This design comes from an exercise in tuning for small area and a short achievable clock period on the open sky130 flow, not from production work.
RTL that was checked went through simulation tests only; none was proved equivalent to the original.
Only the layout flow was run in runs 2 and 3; the RTL was not checked for function there.
Power figures rest on the tool's default switching activity, not on a simulated workload.

File: flow/run.sh
#!/bin/bash
# synth_recipe.tcl (not shown) runs the flow's synth.tcl, then flattens the netlist and writes it again
# the make line also repeats each setting of config.mk as NAME=value (left out here)
make -C /OpenROAD-flow-scripts/flow DESIGN_CONFIG=/design/flow/config.mk WORK_HOME=/design/flow/orfs CLKGATE_MAP_FILE= SYNTH_SCRIPT=/design/flow/synth_recipe.tcl finish
File: flow/config.mk
export PLATFORM = sky130hd
export DESIGN_NAME = dmem_wbuf
export DESIGN_NICKNAME = dmem_wbuf
export VERILOG_FILES = /design/flow/design.v
export SDC_FILE = /design/flow/constraint.sdc
export NUM_CORES = 4
export LEC_CHECK = 0
export CAP_MARGIN = 20
export CORE_MARGIN = 2
export CORE_UTILIZATION = 40
export SETUP_SLACK_MARGIN = 0.2
export SLEW_MARGIN = 20
File: flow/constraint.sdc
create_clock -name core_clock -period 7.0 [get_ports {clk}]
set_input_delay 1.4000 -clock core_clock [delete_from_list [all_inputs] [get_ports {clk}]]
set_output_delay 1.4000 -clock core_clock [all_outputs]
set_load 0.01 [all_outputs]
File: flow/design.v
module dmem_wbuf #(
  parameter int DEPTH = 4,
  parameter int AW    = 6
) (
  input  logic                       clk,
  input  logic                       reset,
  input  logic                       MemWrite,
  input  logic                       MemRead,
  input  logic [31:0]                DataAdr,
  input  logic [31:0]                WriteData,
  output logic [31:0]                ReadData,
  output logic                       Stall,
  output logic                       Empty,
  output logic [$clog2(DEPTH):0]     BufCount
);
  localparam int PW = $clog2(DEPTH);
  localparam int CW = PW + 1;
  logic [AW-1:0] adrQ [DEPTH];
  logic [31:0]   datQ [DEPTH];
  logic [31:0]   ram  [2**AW];
  logic [PW-1:0] head, tail;
  logic [CW-1:0] count;
  logic [AW-1:0] idx;
  logic          drain, alloc, coalHit;
  logic          fwdHit;
  logic [31:0]   fwdData;
  logic [PW-1:0] fwdSlot;
  logic          unusedBits;
  assign idx   = DataAdr[AW+1:2];
  assign drain = (count != '0) && !MemRead;
  always_comb begin
    fwdHit  = 1'b0;
    fwdData = '0;
    fwdSlot = '0;
    for (int i = 0; i < DEPTH; i++) begin
      if ((CW'(i) < count) && (adrQ[head + PW'(i)] == idx)) begin
        fwdHit  = 1'b1;
        fwdData = datQ[head + PW'(i)];
        fwdSlot = head + PW'(i);
      end
    end
  end
  assign coalHit    = 1'b0;
  assign unusedBits = ^{DataAdr[31:AW+2], DataAdr[1:0], fwdSlot};
  assign Stall    = MemWrite && (count == CW'(DEPTH)) && !coalHit;
  assign alloc    = MemWrite && !Stall && !coalHit;
  assign ReadData = fwdHit ? fwdData : ram[idx];
  assign Empty    = (count == '0);
  assign BufCount = count;
  always_ff @(posedge clk) begin
    if (!reset) begin
      head  <= '0;
      tail  <= '0;
      count <= '0;
    end else begin
      if (alloc) begin
        adrQ[tail] <= idx;
        datQ[tail] <= WriteData;
        tail       <= tail + 1'b1;
      end
      if (drain) begin
        ram[adrQ[head]] <= datQ[head];
        head            <= head + 1'b1;
      end
      count <= count + CW'(alloc) - CW'(drain);
    end
  end
endmodule
==> impl_metrics.tcl, run 1 <==
set metrics [dict create \
    antenna_found_initial 15 \
    grt_pass1_vias 43969 \
    grt_pass1_wl_um 329000 \
    synth_cell_types 50 \
    fin_crit_ns 6.82 \
    totalWireLength_um 231000 \
    num_vias 43715 \
    fin_crit_sh_pct 97.4 \
    worst_ir_drop_vdd_v 0.000282 \
    syn2layout_area_growth_pct 14.9 \
    first_pass_iters 9 \
    initial_utilization_pct 40.2 \
    min_to "tail[1]" \
    power_uw 32600 \
    r2r_start "head[0]" \
    core-area_sq_um 219000 \
    slew_headroom_pct 24.4 \
    path_clk_slew_ns 0.06 \
    io_pins 105 \
    die-area_sq_um 224000 \
    setup_tns_ns 0 \
    port_buffers 78 \
    whs_ns 0.574 \
    viasPerCell 5.94 \
    fin_nets 4383 \
    postCtsSetupBuffers 0 \
    wl_per_cell_um 31.3 \
    synth-edff-count 2200 \
    rsz0062_at_grt "true" \
    grt_use_total_pct 20.5 \
    dp_worst_setup_slack_ns 0.0456 \
    synth_ff_type "edfxtp_1" \
    post-dp-hpwl_um 135000 \
    min_path_type "reg -> reg" \
    die_x_um 473 \
    fmax_ghz 0.147 \
    root_buffer "clkbuf_16" \
    die_y_um 473 \
    gr-total-overflow 0 \
    clkPwrFrac_pct 35.0 \
    ant_nets 0 \
    combinationalPowerShare_pct 15.0 \
    final_cells 7362 \
    p_sw_share_pct 26.1 \
    drtIter0Drc 5435 \
    htreeDepth 4 \
    ys_warn_count 2 \
    setup_viol 0 \
    endpoint_kind "primary output" \
    seq_area_frac_synth_pct 75.2 \
    path_max_fanout 40 \
    required_ns 5.60 \
    worstMarginPinSlew_ns 1.13 \
    rows 172 \
    seqPwrFrac_pct 50.0 \
    hp-start "tail[1]" \
    start_kind "input pin" \
    r2r_slack_ns 2.23 \
    final_common_cell "edfxtp_1" \
    place_congestion 0.804 \
    p_int_uw 24100 \
    netlist_area_sq_um 88100 \
    worstSetupPathType "in -> out" \
    cts_buffer_depth 3 \
    status "finished clean" \
    grt_start_max_net_pins 66 \
    netlist_instances 4006 \
    worst_slack_ns 0.184 \
    place_inst 6953 \
    numCtsBuffers 214 \
    hold_viol_final 0 \
    leakagePower_uw 0.0313 \
    r2r_cells 6 \
    synth_fp_nets 4091 \
    drv_slew 0 \
    synthArstFlopShare_pct 0 \
    clock_sinks 2209 \
    syn_avg_cell_area_sq_um 22.0 \
    cp.arrival_ns 5.42 \
    drive_gt1_share_pct 29.5 \
    crit-reg2reg-capture "ram[48][8]" \
    power_per_cell_area_nw_per_um2 322 \
    min_path_cells 2 \
    fin_skew_ns 0.0448 \
    p_sw_uw 8490 \
    cts_tree "done" \
    ys_seq_elements 2209 \
    remaining_drc_errors 0 \
    layout_common_cells "edfxtp_1, mux4_2, clkbuf_16" \
    max_cap_viol_count 0 \
    clkLatencyLatePin_ns 0.86 \
]
[synthesized netlist by cell type, drive strengths merged (4+ instances only)]
| library cell | number | area [sq um] |
|---|---|---|
| a211oi | 63 | 473 |
| a22oi | 5 | 37.5 |
| and3 | 9 | 56.3 |
| mux4 | 641 | 14400 |
| nor4 | 30 | 188 |
| nand2b | 4 | 25.0 |
| and2 | 10 | 62.6 |
| nand2 | 49 | 184 |
| clkbuf | 126 | 473 |
| ha | 16 | 200 |
| nand4 | 4 | 25.0 |
| o21ai | 60 | 300 |
| a222oi | 23 | 230 |
| a211o | 27 | 236 |
| or3b | 4 | 37.5 |
| o311ai | 30 | 263 |
| edfxtp | 2200 | 66100 |
| xnor2 | 22 | 193 |
| buf | 134 | 713 |
| mux2i | 134 | 1340 |
| mux2 | 27 | 304 |
| o22ai | 121 | 757 |
| dfxtp | 9 | 180 |
| or3 | 32 | 200 |
| xor2 | 4 | 35.0 |
| a22o | 5 | 43.8 |
| nor3 | 5 | 41.3 |
| nor2 | 104 | 393 |
| nor2b | 8 | 50.1 |
| inv | 16 | 60.1 |
| a21oi | 67 | 335 |
[worst max-delay path, stage by stage]
cell and delay [ns]:
clkdlybuf4s50_1 0.58, buf_4 0.34, nand3b_1 0.20, buf_12 0.31, o22ai_1 0.18, a211oi_1 0.33, buf_4 0.21, nand2_1 0.30
o21ai_0 0.34, nor4_1 0.11, a211oi_1 0.44, clkdlybuf4s50_1 0.64
[through the flow]
| stage | util (%) | instance area [sq um] |
|---|---|---|
| after floorplan | - | 88100 |
| after global placement | 43.0 | 94300 |
| after detailed placement | 43.0 | 94300 |
| after CTS | 46.1 | 101000 |
| after global routing | 46.2 | 101000 |
| final | 46.2 | 101000 |
[cells by family after synthesis]
group | share of synthesized area [%]
AND/OR/NAND/NOR | 1.49
AO/OA/AOI/OAI | 3.12
XOR/XNOR | 0.259
multiplexers | 18.3
adder cells (fa/ha/maj) | 0.250
buffers and inverters | 1.42
flip-flops | 75.2
[flip-flops by register name, indices dropped and copies added, names as in the netlist, named ones only]
register  count
ram        2048
adrQ         24
head          2
datQ        128
count         3
tail          2
[power groups by stage]
stage | clock network (uW) | logic (uW) | registers, uW
after floorplan | 0 | 2770 | 16400
after global placement | 0 | 4810 | 16500
after detailed placement | 0 | 4930 | 16600
after CTS | 11600 | 4940 | 16300
after global routing | 12100 | 5190 | 16300
final | 11400 | 4890 | 16300
[routing by layer]
layer	global-route usage, %	part of all wire [%]	up-vias
met3	3.53	7.1	327
met2	33.5	49	1704
met4	5.85	2.8	0
li1	-	-	17883
met5	0	0	-
met1	28.3	41	23801
[timing repair]
item,CTS,global route
gates resized for setup,5,4
endpoints found under the setup margin,7,24
hold buffers,0,0
[worst max path at each step]
stage               startpoint      endpoint  depth (start not counted)
global route           head[0]   ReadData[4]                         11
global placement    DataAdr[5]   ReadData[4]                         12
finish              DataAdr[5]  ReadData[12]                         12
detailed placement  DataAdr[5]   ReadData[4]                         12
floorplan              head[0]  ReadData[22]                         15
CTS                    head[0]   ReadData[4]                         11
[final cells by class]
cell class | instances | area [sq um]
fill | 18099 | 118000
sequential | 2209 | 66300
multi-input combinational | 1520 | 21100
clock buffer | 269 | 5670
tap | 2871 | 3590
timing repair buffer | 336 | 3250
clock inverter | 131 | 1250
inverter | 17 | 63.8
antenna | 9 | 22.5
==> inputs of run 2 (changes only) <==
==> flow/design.v (replaced) <==
module dmem_wbuf #(
  parameter int DEPTH = 4,
  parameter int AW    = 6
) (
  input  logic                       clk,
  input  logic                       reset,
  input  logic                       MemWrite,
  input  logic                       MemRead,
  input  logic [31:0]                DataAdr,
  input  logic [31:0]                WriteData,
  output logic [31:0]                ReadData,
  output logic                       Stall,
  output logic                       Empty,
  output logic [$clog2(DEPTH):0]     BufCount
);
  logic [5:0]  adrQ [4];
  logic [31:0] datQ [4];
  logic [3:0]  vld, shd;
  logic [3:0]  headOH, tailOH;    
  logic [2:0]  count;
  logic [2047:0] ram;
  logic [5:0]  idx;
  logic [3:0]  m, hit;
  logic        drain, alloc, full, anyHit;
  logic [31:0] fwd, ramOut;
  logic [63:0] sel, we;
  logic [5:0]  wAdr;
  logic [31:0] wDat;
  assign idx  = DataAdr[7:2];
  assign full = count[2];
  assign Empty    = (count == 3'd0);
  assign BufCount = count;
  assign Stall    = MemWrite & full;
  assign alloc    = MemWrite & ~full;
  assign drain    = ~Empty & ~MemRead & reset;
  always_comb begin
    fwd = '0;
    for (int i = 0; i < 4; i++) begin
      m[i]   = (adrQ[i] == idx);
      hit[i] = vld[i] & ~shd[i] & m[i];
      fwd    = fwd | ({32{hit[i]}} & datQ[i]);
    end
    anyHit = |hit;
  end
  always_comb begin
    for (int w = 0; w < 64; w++) sel[w] = (idx == 6'(w));
  end
  for (genvar b = 0; b < 32; b++) begin : g_rd
    logic [21:0] t;
    for (genvar k = 0; k < 21; k++) begin : g_c
      dmem_wbuf_aoi222 u (.a0(ram[(3*k)*32+b]), .a1(ram[(3*k+1)*32+b]), .a2(ram[(3*k+2)*32+b]),
                          .s0(sel[3*k]), .s1(sel[3*k+1]), .s2(sel[3*k+2]), .y(t[k]));
    end
    assign t[21] = ~(ram[63*32+b] & sel[63]);
    assign ramOut[b] = ~&t;
  end
  assign ReadData = fwd | ({32{~anyHit}} & ramOut);
  always_comb begin
    wAdr = '0;
    wDat = '0;
    for (int i = 0; i < 4; i++) begin
      wAdr = wAdr | ({6{headOH[i]}} & adrQ[i]);
      wDat = wDat | ({32{headOH[i]}} & datQ[i]);
    end
    for (int w = 0; w < 64; w++) we[w] = drain & (wAdr == 6'(w));
  end
  always_ff @(posedge clk) begin
    for (int w = 0; w < 64; w++)
      if (we[w]) ram[w*32 +: 32] <= wDat;
  end
  always_ff @(posedge clk) begin
    for (int i = 0; i < 4; i++)
      if (alloc && tailOH[i]) begin
        adrQ[i] <= idx;
        datQ[i] <= WriteData;
      end
  end
  always_ff @(posedge clk) begin
    if (!reset) begin
      vld    <= '0;
      headOH <= 4'b0001;
      tailOH <= 4'b0001;
      count  <= '0;
    end else begin
      for (int i = 0; i < 4; i++) begin
        if (alloc && tailOH[i]) begin
          vld[i] <= 1'b1;
          shd[i] <= 1'b0;
        end else begin
          if (drain && headOH[i]) vld[i] <= 1'b0;
          if (alloc && m[i]) shd[i] <= 1'b1;
        end
      end
      if (alloc) tailOH <= {tailOH[2:0], tailOH[3]};
      if (drain) headOH <= {headOH[2:0], headOH[3]};
      count <= count + 3'(alloc) - 3'(drain);
    end
  end
endmodule
module dmem_wbuf_aoi222 (
  input  logic a0, a1, a2, s0, s1, s2,
  output logic y
);
  assign y = ~((a0 & s0) | (a1 & s1) | (a2 & s2));
endmodule
--- a/flow/config.mk
+++ b/flow/config.mk
@@ -10,3 +10,5 @@
 export CORE_UTILIZATION = 40
 export SETUP_SLACK_MARGIN = 0.2
 export SLEW_MARGIN = 20
+export SYNTH_HIERARCHICAL = 1
+export SYNTH_MINIMUM_KEEP_SIZE = 0
==> impl_metrics.tcl, run 2 <==
set metrics [dict create \
    status "finished clean" \
    path_clk_slew_ns 0.06 \
    max_cap_viol_count 0 \
    synth_xor_xnor_area_share_pct 0.292 \
    antenna_found_initial 13 \
    ys_warn_count 9 \
    die-area_sq_um 199000 \
    ys_seq_elements 2219 \
    first_pass_iters 13 \
    grt_use_total_pct 23.1 \
    highest_layer "met5" \
    synth_common_cells "edfxtp_1, a222oi_1, nor2_1, nand2_1, nand4_1" \
    syn_avg_cell_area_sq_um 20.8 \
    required_ns 5.60 \
    root_buffer "clkbuf_16" \
    remaining_drc_errors 0 \
    synth_cell_types 39 \
    n_fill_cell 15808 \
    rsz0062_at_grt "true" \
    hold_viol_final 0 \
    worst_ir_drop_vdd_v 0.000262 \
    r2r_cells 7 \
    place_inst 6619 \
    worstMarginPinSlew_ns 1.17 \
    clock_sinks 2219 \
    fin_crit_ns 6.79 \
    fin_nets 4428 \
    dp_worst_setup_slack_ns -0.0802 \
    power_per_cell_area_nw_per_um2 323 \
    synth_compound_area_share_pct 10.5 \
    grt_pass1_vias 43255 \
    largest_reg_flops 2048 \
    rows 162 \
    grt_pass1_wl_um 327000 \
    p_int_uw 22700 \
    cts_tree "done" \
    port_buffers 78 \
    start_kind "input pin" \
    drive_gt1_share_pct 19.3 \
    seqPwrFrac_pct 53.6 \
    initial_utilization_pct 40.1 \
    num_vias 45090 \
    holdBufCountCts 0 \
    ant_nets 0 \
    fmax_ghz 0.147 \
    wl_met3_um 27200 \
    worst_slack_ns 0.206 \
    leakagePower_uw 0.0291 \
    synth_top_family_by_area "compound AO/OA/AOI/OAI gates" \
    combinationalPowerShare_pct 10.0 \
    fin_skew_ns 0.0450 \
    totalWireLength_um 235000 \
    met2_length_um 109000 \
    synth_fa_ha_area_share_pct 0.0577 \
    path_max_fanout 14 \
    drtIter0Drc 8610 \
    final_cells 7069 \
    synth_fp_nets 3823 \
    drv_slew 0 \
    synth_area_leaders "edfxtp_1, a222oi_1, a22oi_1" \
    slew_headroom_pct 21.7 \
    seq_area_frac_synth_pct 85.1 \
    grt_start_max_net_pins 65 \
    place_congestion 0.868 \
    fin_crit_sh_pct 97.1 \
    yosysTopAreaCell "edfxtp_1" \
    worstSetupPathType "in -> out" \
    netlist_area_sq_um 78100 \
    viasPerCell 6.38 \
    setup_tns_ns 0 \
    layout_common_cells "edfxtp_1, a222oi_1, buf_4" \
    synth_ff_type "edfxtp_1" \
    netlist_instances 3752 \
    power_uw 30100 \
    clkLatencyLatePin_ns 0.83 \
    clkPwrFrac_pct 36.4 \
    whs_ns 0.470 \
    numCtsBuffers 207 \
    setup_viol 0 \
    synth.top_cell.area_share_pct 84.7 \
    synth.mux.area_fraction_pct 0 \
    cp.arrival_ns 5.39 \
    min_path_type "reg -> reg" \
    synthArstFlopShare_pct 0 \
    htreeDepth 4 \
    final_common_cell "edfxtp_1" \
    die_y_um 446 \
    endpoint_kind "primary output" \
    p_sw_share_pct 24.4 \
    synth-edff-count 2204 \
    synth_simple_gate_area_share_pct 3.65 \
    core-area_sq_um 195000 \
    io_pins 105 \
    p_sw_uw 7360 \
    die_x_um 446 \
    post-dp-hpwl_um 134000 \
    wl_per_cell_um 33.3 \
    syn2layout_area_growth_pct 19.4 \
    gr-total-overflow 0 \
    cts_buffer_depth 3 \
    min_path_cells 2 \
    yosysMostFrequentCell "edfxtp_1" \
    wl_met1_um 89300 \
]
-- run 2: changes by cell type after synthesis, sizes merged, moves of 110 or more --
cell	delta
nand4	+129
a222oi	+649
buf	-110
o22ai	-121
mux2i	-134
mux4	-641
-- run 2: cell families (layout without fill, tap and decap cells) --
kind of cell / after synthesis / count (layout)
xor+xnor: 26 / 26
flops: 2219 / 2219
compound gates: 860 / 860
other cells: 0 / 5
buf+inv: 61 / 819
fa+ha+maj: 3 / 3
simple gates: 583 / 595
-- run 2: layout make-up --
cell class / count / area, sq um / area share [%]
Tap cell: 2542 / 3180 / 3.41
Clock inverter: 119 / 1070 / 1.14
Sequential cell: 2219 / 66500 / 71.3
Multi-Input combinational cell: 1484 / 12600 / 13.5
Antenna cell: 5 / 12.5 / 0.0134
Clock buffer: 255 / 5490 / 5.88
Timing Repair Buffer: 437 / 4360 / 4.68
Inverter: 8 / 30.0 / 0.0322
-- run 2: power by group through the flow --
stage | logic (uW) | clock network (uW) | registers (uW)
final | 3020 | 11000 | 16100
after global routing | 3170 | 11600 | 16100
after CTS | 2990 | 11100 | 16100
after detailed placement | 2970 | 0 | 16400
after global placement | 2870 | 0 | 16400
after floorplan | 1130 | 0 | 16400
-- run 2: final timing paths --
kind	endpoint	slack, ns	startpoint
max	ReadData[26]	0.21	DataAdr[4]
min	vld[1]	0.47	vld[1]
max reg2reg	ram[1843]	3.11	count[2]
min reg2reg	vld[1]	0.47	vld[1]
-- run 2: routing by layer --
layer / up-vias / track usage, %
met3: 402 / 5.37
li1: 18442 / -
met5: - / 0
met2: 2784 / 36.1
met4: 4 / 8.74
met1: 23458 / 31.5
-- run 2: stage by stage --
stage | util [%] | instance area (sq um)
2_1_floorplan | - | 78100
5_1_grt | 47.9 | 93200
3_5_place_dp | 44.0 | 85700
3_3_place_gp | 43.7 | 85000
6_report | 47.9 | 93300
4_1_cts | 47.5 | 92500
-- run 2: critical path, stage by stage --
cell	delay (ns)
clkdlybuf4s50_1	0.46
buf_4	0.19
nor2b_1	0.38
nand2_2	0.18
buf_4	0.18
nor2_4	0.48
buf_4	0.27
buf_4	0.19
a222oi_1	0.10
nand4_1	0.24
nor4_2	0.08
buf_4	0.20
nand3_1	0.23
nand2_1	0.11
nand3_1	0.13
clkdlybuf4s50_1	0.56
-- run 2: Yosys stat by module, one instance, submodules excluded --
module	area, sq um	times used	flip-flops and latches
dmem_wbuf_aoi222	10.0	672	0
dmem_wbuf	71400	1	2219
-- run 2: what timing repair did --
action	in CTS	in global routing
resized for setup	33	29
cloned	11	1
buffers inserted	17	25
setup endpoints to repair	32	32
pin swaps	29	31
==> inputs of run 3 (changes only) <==
--- a/flow/config.mk
+++ b/flow/config.mk
@@ -8,7 +8,7 @@
 export CAP_MARGIN = 20
 export CORE_MARGIN = 2
 export CORE_UTILIZATION = 40
-export SETUP_SLACK_MARGIN = 0.2
+export SETUP_SLACK_MARGIN = 2.6
 export SLEW_MARGIN = 20
 export SYNTH_HIERARCHICAL = 1
 export SYNTH_MINIMUM_KEEP_SIZE = 0
==> impl_metrics.tcl, run 3 <==
set metrics [dict create \
    fin_crit_sh_pct 84.6 \
    num_vias 47211 \
    cp.arrival_ns 4.52 \
    clkPwrFrac_pct 36.4 \
    p_sw_uw 7570 \
    largest_reg_flops 2048 \
    max_stage_delay_ns 0.73 \
    cp_slowest_cell "or4_4" \
    met2_length_um 114000 \
    endpoint_kind "primary output" \
    combinationalPowerShare_pct 10.5 \
    crit-reg2reg-capture "ram[858]" \
    path_max_fanout 6 \
    leakagePower_uw 0.0307 \
    rsz0062_at_grt "true" \
    path_clk_slew_ns 0.06 \
    worst_slack_ns 1.08 \
    multi_input_area_sq_um 13900 \
    max_cap_viol_count 0 \
    start_kind "input pin" \
    final_common_cell "edfxtp_1" \
    p_sw_share_pct 24.9 \
    dp_worst_setup_slack_ns -0.0463 \
    p_int_uw 22800 \
    min_to "vld[0]" \
    core-area_sq_um 195000 \
    synth_common_cells "edfxtp_1, a222oi_1, nor2_1, nand2_1, nand4_1" \
    numCtsBuffers 208 \
    min_path_type "reg -> reg" \
    io_pins 105 \
    rows 162 \
    cts_buffer_depth 3 \
    synth-edff-count 2204 \
    place_congestion 0.896 \
    syn_avg_cell_area_sq_um 20.8 \
    grt_use_total_pct 24.8 \
    setup_tns_ns 0 \
    seq_area_frac_synth_pct 85.1 \
    htreeDepth 4 \
    root_buffer "clkbuf_16" \
    post-dp-hpwl_um 133000 \
    path_buf_inv 6 \
    synth_area_leaders "edfxtp_1, a222oi_1, a22oi_1" \
    required_ns 5.60 \
    ys_warn_count 9 \
    grt_pass1_vias 44201 \
    synth_cell_types 39 \
    fin_nets 4664 \
    first_pass_iters 11 \
    status "finished clean" \
    drive_gt1_share_pct 26.3 \
    cts_tree "done" \
    layout_common_cells "edfxtp_1, a222oi_1, buf_4" \
    wl_per_cell_um 34.8 \
    antenna_found_initial 17 \
    n_fill_cell 15566 \
    drtIter0Drc 9863 \
    clock_sinks 2219 \
    drv_slew 0 \
    critPathTopFamily "simple AND/OR/NAND/NOR gates" \
    synth_fp_nets 3823 \
    holdBufCountCts 0 \
    r2r_slack_ns 3.16 \
    yosysMostFrequentCell "edfxtp_1" \
    worstMarginPinSlew_ns 1.07 \
    hold_viol_final 0 \
    remaining_drc_errors 0 \
    seq_area_sq_um 66500 \
    die_y_um 446 \
    wl_met1_um 93100 \
    grt_pass1_wl_um 347000 \
    min_path_cells 2 \
    worst_ir_drop_vdd_v 0.000265 \
    wl_met3_um 34400 \
    highest_layer "met5" \
    syn2layout_area_growth_pct 23.8 \
    fin_crit_ns 5.92 \
    netlist_instances 3752 \
    viasPerCell 6.46 \
    ant_nets 0 \
    fin_skew_ns 0.0412 \
    gr-total-overflow 0 \
    seqPwrFrac_pct 53.1 \
    r2r_cells 7 \
    totalWireLength_um 254000 \
    port_buffers 78 \
    fmax_ghz 0.169 \
    setup_viol 0 \
    power_per_cell_area_nw_per_um2 314 \
    die-area_sq_um 199000 \
    netlist_area_sq_um 78100 \
    crit_chain "buf_6 > buf_12 > nor2b_4 > buf_8 > nand3_4 > nor2_4 > buf_12 > buf_2 > a222oi_1 > nand4_1 > or4_4 > a2111oi_4 > o21ai_2 > buf_2" \
    ys_seq_elements 2219 \
    slew_headroom_pct 28.8 \
    die_x_um 446 \
    yosysTopAreaCell "edfxtp_1" \
    r2r_start "headOH[2]" \
    synth_ff_type "edfxtp_1" \
    initial_utilization_pct 40.1 \
    worstSetupPathType "in -> out" \
    clkLatencyLatePin_ns 0.85 \
    hp-start "vld[0]" \
    synth.top_cell.area_share_pct 84.7 \
    synthArstFlopShare_pct 0 \
    grt_start_max_net_pins 65 \
]
==> run 3: changes by cell type in the layout (fill, tap and decap cells not counted), moves of 31 or more <==
cell,change
buf_12,+34
nor2_4,+31
clkdlybuf4s50_1,-31
buf_6,+74
nand3_1,-45
buf_4,+108
==> run 3: layer usage <==
layer  up-vias  GRT usage, %
met5         -             0
met4        12          10.7
met3       513          6.41
met2      3474          37.5
met1     24275          34.1
li1      18937             -
==> run 3: cell type report <==
class / count / area share, %
sequential: 2219 / 68.8
multi-input combinational: 1514 / 14.4
timing repair buffer: 642 / 6.68
clock buffer: 246 / 5.55
tap: 2542 / 3.29
clock inverter: 136 / 1.28
inverter: 8 / 0.0311
antenna: 4 / 0.0104
==> run 3: worst max path at each step <==
stage | startpoint | endpoint | slack [ns] | cells after the start
global route | DataAdr[2] | ReadData[25] | 1.07 | 14
CTS | DataAdr[3] | ReadData[12] | 1.12 | 14
floorplan | DataAdr[6] | ReadData[8] | 2.20 | 10
global placement | DataAdr[7] | ReadData[15] | 0.02 | 12
finish | DataAdr[2] | ReadData[18] | 1.08 | 14
detailed placement | DataAdr[7] | ReadData[15] | -0.05 | 12
==> run 3: logic make-up after synthesis <==
group,Yosys count,share of synthesized area [%]
xor+xnor,26,0.292
fa+ha+maj,3,0.0577
flops,2219,85.1
simple gates,583,3.65
compound gates,860,10.5
buf+inv,61,0.383
==> run 3: worst min-delay path, stage by stage (launching register included) <==
cell and delay, ns:
dfxtp_1 0.31, nand2_1 0.05, a21boi_0 0.06
==> run 3: what timing repair did <==
action	CTS	global route
endpoints found under the hold margin	0	0
buffers inserted	211	90
pin swaps	274	162
resized for setup	415	73
setup endpoints to repair	265	334
gates cloned	45	6
==> run 3: through the flow <==
stage | util (%) | instances | instance area (sq um) | total power (uW) | hold WS, ns
floorplan | - | 3752 | 78800 | 17600 | 0.439
global placement | 43.7 | 6566 | 85100 | 19200 | 0.458
detailed placement | 43.8 | 6572 | 85200 | 19300 | 0.472
CTS | 49.1 | 7210 | 95500 | 30400 | 0.481
global route | 49.7 | 7307 | 96700 | 31100 | 0.500
finish | 49.7 | 7311 | 96700 | 30400 | 0.479
==> run 3: Yosys stat by module, one instance, submodules excluded <==
| module | flip-flops and latches | cells |
|---|---|---|
| dmem_wbuf_aoi222 | 0 | 1 |
| dmem_wbuf | 2219 | 3080 |
==> run 3: power groups by stage <==
stage | Sequential (uW) | Combinational (uW) | Clock, uW
2_1_floorplan | 16400 | 1170 | 0
3_3_place_gp | 16400 | 2820 | 0
3_5_place_dp | 16400 | 2920 | 0
4_1_cts | 16100 | 3110 | 11200
5_1_grt | 16100 | 3300 | 11600
6_report | 16100 | 3190 | 11100

-- static timing again, ports no longer ideal --
No port has a modelled driver above. Below, the same layouts with a new extraction and two added sets of constraints.
Step 1 (the two cells are an assumption about what drives the block):
set clk [get_ports {clk}]
set_driving_cell -lib_cell sky130_fd_sc_hd__clkbuf_16 $clk
set_driving_cell -lib_cell sky130_fd_sc_hd__buf_2 [delete_from_list [all_inputs] $clk]
Step 2 moves the port delays by t, midway between the first and last clock arrival at a register: inputs arrive t later, outputs are due t later. That takes back most of the time a late clock gives input paths.
Three values: no drivers, after step 1, after step 2; two values: the first two.
run	t (ns)	setup slack, ns	clock arrival spread, ns	cell pins on the clock port's net
run 1	0.927	0.184 / 0.153 / 0.153	0.052 / 0.052	1
run 2	0.894	0.206 / 0.174 / 0.174	0.053 / 0.054	1
run 3	0.914	1.081 / 1.050 / 1.050	0.044 / 0.044	1
After both steps every run listed still meets setup and hold. The setup slack of run 2, which loses most, moves by -0.032 ns with the drivers and by -0.032 ns with both steps.
